What follows belongs to an exercise in optimizing a design on an open flow for small area; a production flow would make more cautious choices. Function was checked by simulation only, so behaviour that the tests miss may differ from the original. Power and IR drop assume default switching activity.

## v3
## dft_bin_acc
module dft_bin_acc
#(
    parameter int N      = 256,
    parameter int PH_LAT = 6,
    parameter int ACC_W  = dft_pkg::ACC_W_DEF
) (
    input  logic                     CK,
    input  logic                     RST,
    input  logic                     START,
    input  logic signed [dft_pkg::PH_W-1:0]   cos0,
    input  logic signed [dft_pkg::PH_W-1:0]   sin0,
    input  logic signed [dft_pkg::PH_W-1:0]   cos1,
    input  logic signed [dft_pkg::PH_W-1:0]   sin1,
    output logic [dft_pkg::ADDR_W-1:0]        smp_addr,
    input  logic signed [dft_pkg::SMP_W-1:0]  smp_data,
    output logic signed [ACC_W-1:0]  re0,
    output logic signed [ACC_W-1:0]  im0,
    output logic signed [ACC_W-1:0]  re1,
    output logic signed [ACC_W-1:0]  im1,
    output logic                     busy,
    output logic                     done
);
    localparam int AW = dft_pkg::AW;
    localparam int NC = dft_pkg::NC;
    logic [8:0] cnt;
    logic       busy_r;
    logic       last;
    logic       en;       
    logic       first;    
    always_ff @(posedge CK or posedge RST) begin
        if (RST)        cnt <= '0;
        else if (START) cnt <= 9'd508;
        else            cnt <= cnt + 9'd1;
    end
    assign last = cnt[8] & ~cnt[7] & cnt[0];
    always_ff @(posedge CK or posedge RST) begin
        if (RST) begin
            busy_r <= 1'b0;
            en     <= 1'b0;
            first  <= 1'b0;
        end else begin
            busy_r <= START | (busy_r & ~last);
            en     <= ~START & busy_r & ~cnt[8];
            first  <= ~START & busy_r & (cnt == 9'd0);
        end
    end
    assign busy     = busy_r;
    assign done     = busy_r & last & ~START;
    assign smp_addr = cnt;
    logic [17:0] xg;
    assign xg = smp_data & {18{en}};
    logic [AW-1:0] a_re0, a_im0, a_re1, a_im1;
  ...
For scale: ~200 flip-flops, roughly 300 I/O pins, about 0.035 mm² of cells after synthesis.
Settings: LEC_CHECK=0, CAP_MARGIN=5, CORE_MARGIN=2, CORE_UTILIZATION=75, GPL_TIMING_DRIVEN=0, PLACE_DENSITY=0.85, SETUP_SLACK_MARGIN=0.2, SLEW_MARGIN=5; clock period 11.0 ns.
standard.sh (not shown) runs the stock make flow with config.mk's settings and CLKGATE_MAP_FILE= SYNTH_SCRIPT=/design/flow/synth_recipe.tcl, a recipe that flattens the netlist after the stock synthesis.
==> flow/flow/run.sh <==
#!/bin/bash
# Standard layout, with an area-oriented synthesis: the standard flow's synthesis script
# with Yosys synth's generic "abc -fast" skipped (so the hand-built adder
# cells survive to extract_fa) and the final ABC mapping done with
# flow/abc_area.script instead of ORFS's delay-oriented script. Ports get
# the smallest buffer cell; no buffers for pass-through wires from synthesis
# (the port buffers replace them); a clock tree without dummy loads.
set -euo pipefail
W=$(pwd)
{
  echo 'proc synth {args} { if {[lsearch $args fine:] >= 0} { yosys synth -nofsm -noshare -noabc {*}$args } else { yosys synth -nofsm -noshare {*}$args } }'
  echo "proc abc {args} { set i [lsearch \$args -script]; if {\$i >= 0} { lset args [expr {\$i + 1}] $W/flow/abc_area.script }; yosys abc {*}\$args }"
  tail -n +2 synth_recipe.tcl
} > my_synth.tcl
sed "s#SYNTH_SCRIPT=[^ ]*#SYNTH_SCRIPT=$W/my_synth.tcl#" standard.sh > my_standard.sh
export BUFFER_PORTS_ARGS="-buffer_cell sky130_fd_sc_hd__buf_1"
export SYNTH_INSBUF=0
# Clock tree from small clock buffers, without dummy balancing loads.
export CTS_ARGS="-sink_clustering_enable -repair_clock_nets -buf_list sky130_fd_sc_hd__clkbuf_16 -dont_use_dummy_load"
bash my_standard.sh > flow.log 2>&1
==> flow/flow/abc_area.script <==
&get -n
&st
&dch
&nf -a
&put
topo
## Diff of input files: v41 against v3
Settings: PLACE_DENSITY removed (was 0.85); CORE_UTILIZATION changed from 75 to 65.
--- outcome ---
- Delta (v41 minus v3): final total power has decreased, fmax moved down.
- v41 vs. v3: share of the core filled with cells went down by 11 points.
- Taking v3 as the reference, in v41 internal power summed over all cells now sits lower, routed wire length fell by 1700 µm, area of the multi-input gates shows no meaningful change.
- Higher global-route usage goes to v3 over v41.
- v41 finished every stage and its layout cleared the timing, design-rule and antenna checks.
- Comparing v41 against v3, there is no change at all in final global-route overflow total.
- v3 reports its startpoint of the worst setup timing path as sin0[3] while v41 reports sin0[7].
- Compared to v3, v41 has synthesis-to-layout area growth 0.84 points higher.
- Cmp v41 vs v3: final cycle utilization of the critical path higher in v41
diff inputs: v41 => v45
Settings: CORE_UTILIZATION changed from 65 to 75; PLACE_DENSITY newly set to 0.85.
diff --git a/flow/flow/run.sh b/flow/flow/run.sh
--- a/flow/flow/run.sh
+++ b/flow/flow/run.sh
@@ -6,3 +6,3 @@
 # the smallest buffer cell; no buffers for pass-through wires from synthesis
-# (the port buffers replace them); a clock tree without dummy loads.
+# (the port buffers replace them); a clock tree of clkbuf_8 leaves under a clkbuf_16 root, without dummy loads.
 set -euo pipefail
@@ -18,3 +18,3 @@
 # Clock tree from small clock buffers, without dummy balancing loads.
-export CTS_ARGS="-sink_clustering_enable -repair_clock_nets -buf_list sky130_fd_sc_hd__clkbuf_16 -dont_use_dummy_load"
+export CTS_ARGS='-sink_clustering_enable -repair_clock_nets -root_buf sky130_fd_sc_hd__clkbuf_16 -sink_clustering_size 10 -buf_list sky130_fd_sc_hd__clkbuf_8 -dont_use_dummy_load'
 bash my_standard.sh > flow.log 2>&1
==> comparison <==
- When the final numbers for v45 and v41 were put side by side, the layout filler cell count turned out to be smaller in v45.
- Comparing v41 against v45, there is no change at all in post-cts repair resize count.
- Of v45 and v41, v41 shows the higher wire length on met2, with v45 below it.
- Taking v41 as the reference, in v45 non-clock buffer count -7, first-pass iteration count of the detailed router increased by 4 relative to the old numbers, relative area of clock buffers and inverters in the final design shrank by 0.46 points.
- First-pass GRT wire length: v45 vs v41 down 0.54%
- Summary — global-route met3 utilization, v45 relative to v41: higher, by 6.0 points.
- Comparing v45 against v41, there is no change at all in number of top-level pins.
- Power: higher on v41
- As far as HPWL after detailed placement is concerned, v41 and v45 perform about the same.
diff inputs: v45 => v12
diff --git a/flow/flow/run.sh b/flow/flow/run.sh
--- a/flow/flow/run.sh
+++ b/flow/flow/run.sh
@@ -6,3 +6,3 @@
 # the smallest buffer cell; no buffers for pass-through wires from synthesis
-# (the port buffers replace them); a clock tree of clkbuf_8 leaves under a clkbuf_16 root, without dummy loads.
+# (the port buffers replace them); a clock tree without dummy loads.
 set -euo pipefail
## What came out
Every run (v12 and v45) finished clean.
Max-capacitance violation count came out exactly the same in v12 and v45.
v45 -> v12: count of input and output buffers delta 0, exact match
Comparing v45 against v12, there is no change at all in area of all placed cells without fillers.
As far as post-synthesis area per instance goes, v45 and v12 are indistinguishable; the numbers are identical.
In terms of met3 wirelength from detailed routing, v12 and v45 differ only marginally.
Diff v12..v45 | post-synthesis instance area | negligible
Re global-route wire length before repair: no difference whatsoever between v12 and v45.

* * *

Another version of the RTL of dft_bin_acc (not shown whole).
Size: ~3300 cells after synthesis, about 200 flip-flops, ~300 I/O pins, ~36000 sq um of cells after synthesis.
## dft_bin_acc
module dft_bin_acc
#(
    parameter int N      = 256,
    parameter int PH_LAT = 6,
    parameter int ACC_W  = dft_pkg::ACC_W_DEF
) (
    input  logic                     CK,
    input  logic                     RST,
    input  logic                     START,
    input  logic signed [dft_pkg::PH_W-1:0]   cos0,
    input  logic signed [dft_pkg::PH_W-1:0]   sin0,
    input  logic signed [dft_pkg::PH_W-1:0]   cos1,
    input  logic signed [dft_pkg::PH_W-1:0]   sin1,
    output logic [dft_pkg::ADDR_W-1:0]        smp_addr,
    input  logic signed [dft_pkg::SMP_W-1:0]  smp_data,
    output logic signed [ACC_W-1:0]  re0,
    output logic signed [ACC_W-1:0]  im0,
    output logic signed [ACC_W-1:0]  re1,
    output logic signed [ACC_W-1:0]  im1,
    output logic                     busy,
    output logic                     done
);
    localparam int AW = dft_pkg::AW;
    localparam int NC = dft_pkg::NC;
    logic [8:0] cnt;
    logic       busy_r;
    logic       last;
    logic       en;       
    logic       first;    
    always_ff @(posedge CK) begin
        if (START) cnt <= 9'd508;
  ...
==> flow/config.mk <==
export PLATFORM = sky130hd
export DESIGN_NAME = dft_bin_acc
export DESIGN_NICKNAME = dft_bin_acc
export VERILOG_FILES = /design/flow/design.v
export SDC_FILE = /design/flow/constraint.sdc
export NUM_CORES = 4
export LEC_CHECK = 0
export CAP_MARGIN = 20
export CORE_MARGIN = 2
export CORE_UTILIZATION = 40
export GPL_TIMING_DRIVEN = 0
export SLEW_MARGIN = 20
==> flow/constraint.sdc <==
create_clock -name core_clock -period 11.0 [get_ports {CK}]
set_input_delay 2.2000 -clock core_clock [delete_from_list [all_inputs] [get_ports {CK}]]
set_output_delay 2.2000 -clock core_clock [all_outputs]
set_load 0.01 [all_outputs]
==> flow/flow/run.sh <==
#!/bin/bash
# Standard layout, with an area-oriented synthesis: the standard flow's synthesis script
# with Yosys synth's generic "abc -fast" skipped (so the hand-built adder
# cells survive to extract_fa) and the final ABC mapping done with
# flow/abc_area.script instead of ORFS's delay-oriented script. Ports get
# the smallest buffer cell.
set -euo pipefail
W=$(pwd)
{
  echo 'proc synth {args} { if {[lsearch $args fine:] >= 0} { yosys synth -nofsm -noshare -noabc {*}$args } else { yosys synth -nofsm -noshare {*}$args } }'
  echo "proc abc {args} { set i [lsearch \$args -script]; if {\$i >= 0} { lset args [expr {\$i + 1}] $W/flow/abc_area.script }; yosys abc {*}\$args }"
  tail -n +2 synth_recipe.tcl
} > my_synth.tcl
sed "s#SYNTH_SCRIPT=[^ ]*#SYNTH_SCRIPT=$W/my_synth.tcl#" standard.sh > my_standard.sh
export BUFFER_PORTS_ARGS="-buffer_cell sky130_fd_sc_hd__buf_1"
bash my_standard.sh > flow.log 2>&1
Scripts as last shown in full above: flow/flow/abc_area.script
The first run ran to the end with no violations.
Change:
--- a/flow/flow/run.sh
+++ b/flow/flow/run.sh
@@ -14,3 +14,4 @@
 sed "s#SYNTH_SCRIPT=[^ ]*#SYNTH_SCRIPT=$W/my_synth.tcl#" standard.sh > my_standard.sh
 export BUFFER_PORTS_ARGS="-buffer_cell sky130_fd_sc_hd__buf_1"
+export SYNTH_INSBUF=0
 bash my_standard.sh > flow.log 2>&1
Settings changed: CAP_MARGIN 20 to 5, CORE_UTILIZATION 40 to 65, SLEW_MARGIN 20 to 5.
Clock skew shrinks by 0.0079 ns.
Register-to-register slack loses 0.56 ns.
Die area shrinks by well over a third.
Sequential share of layout area grows by 0.52 points.
Power shrinks slightly.
Global-route usage grows by 14 points.
Synthesized area shrinks slightly.
Flip-flop and latch count does not change.
Critical path depth shrinks by 1.
Clock power shrinks by a few percent.

-- what the ideal ports hide --
The flow's constraints put no driver on any port. The routed layouts listed below were extracted and timed again, unchanged, in two steps. Step 1 (the two cells are an assumption about what drives the block):
set clk [get_ports {CK}]
set_driving_cell -lib_cell sky130_fd_sc_hd__clkbuf_16 $clk
set_driving_cell -lib_cell sky130_fd_sc_hd__buf_2 [delete_from_list [all_inputs] $clk]
Step 2, shift: input delay + t, output delay - t, t = (earliest + latest rising clock arrival at the registers) / 2. This alone moves slack from input paths to output paths. a / b / c = ideal ports / drivers / drivers and shift; a / b = the first two.
run	t (ns)	setup WS [ns]	worst hold slack (ns)	latest minus earliest clock arrival (ns)
v3	0.585	0.363 / 0.388 / -0.197	0.516 / 0.516 / 0.516	0.023 / 0.024
v41	0.586	0.316 / 0.358 / -0.228	0.516 / 0.516 / 0.516	0.034 / 0.034
v45	0.546	0.426 / 0.467 / -0.079	0.524 / 0.524 / 0.524	0.038 / 0.038
v12	0.546	0.426 / 0.467 / -0.079	0.524 / 0.524 / 0.524	0.038 / 0.038
the first run of note 2	0.589	0.406 / 0.432 / -0.157	0.492 / 0.492 / 0.492	0.029 / 0.028
the second run of note 2	0.588	0.248 / 0.293 / -0.295	0.500 / 0.500 / 0.500	0.016 / 0.016
Met with ideal ports but missed after step 2: setup timing in every run listed. The setup slack of the first run of note 2, which loses most, moves by +0.026 ns with the drivers and by -0.563 ns with both steps.
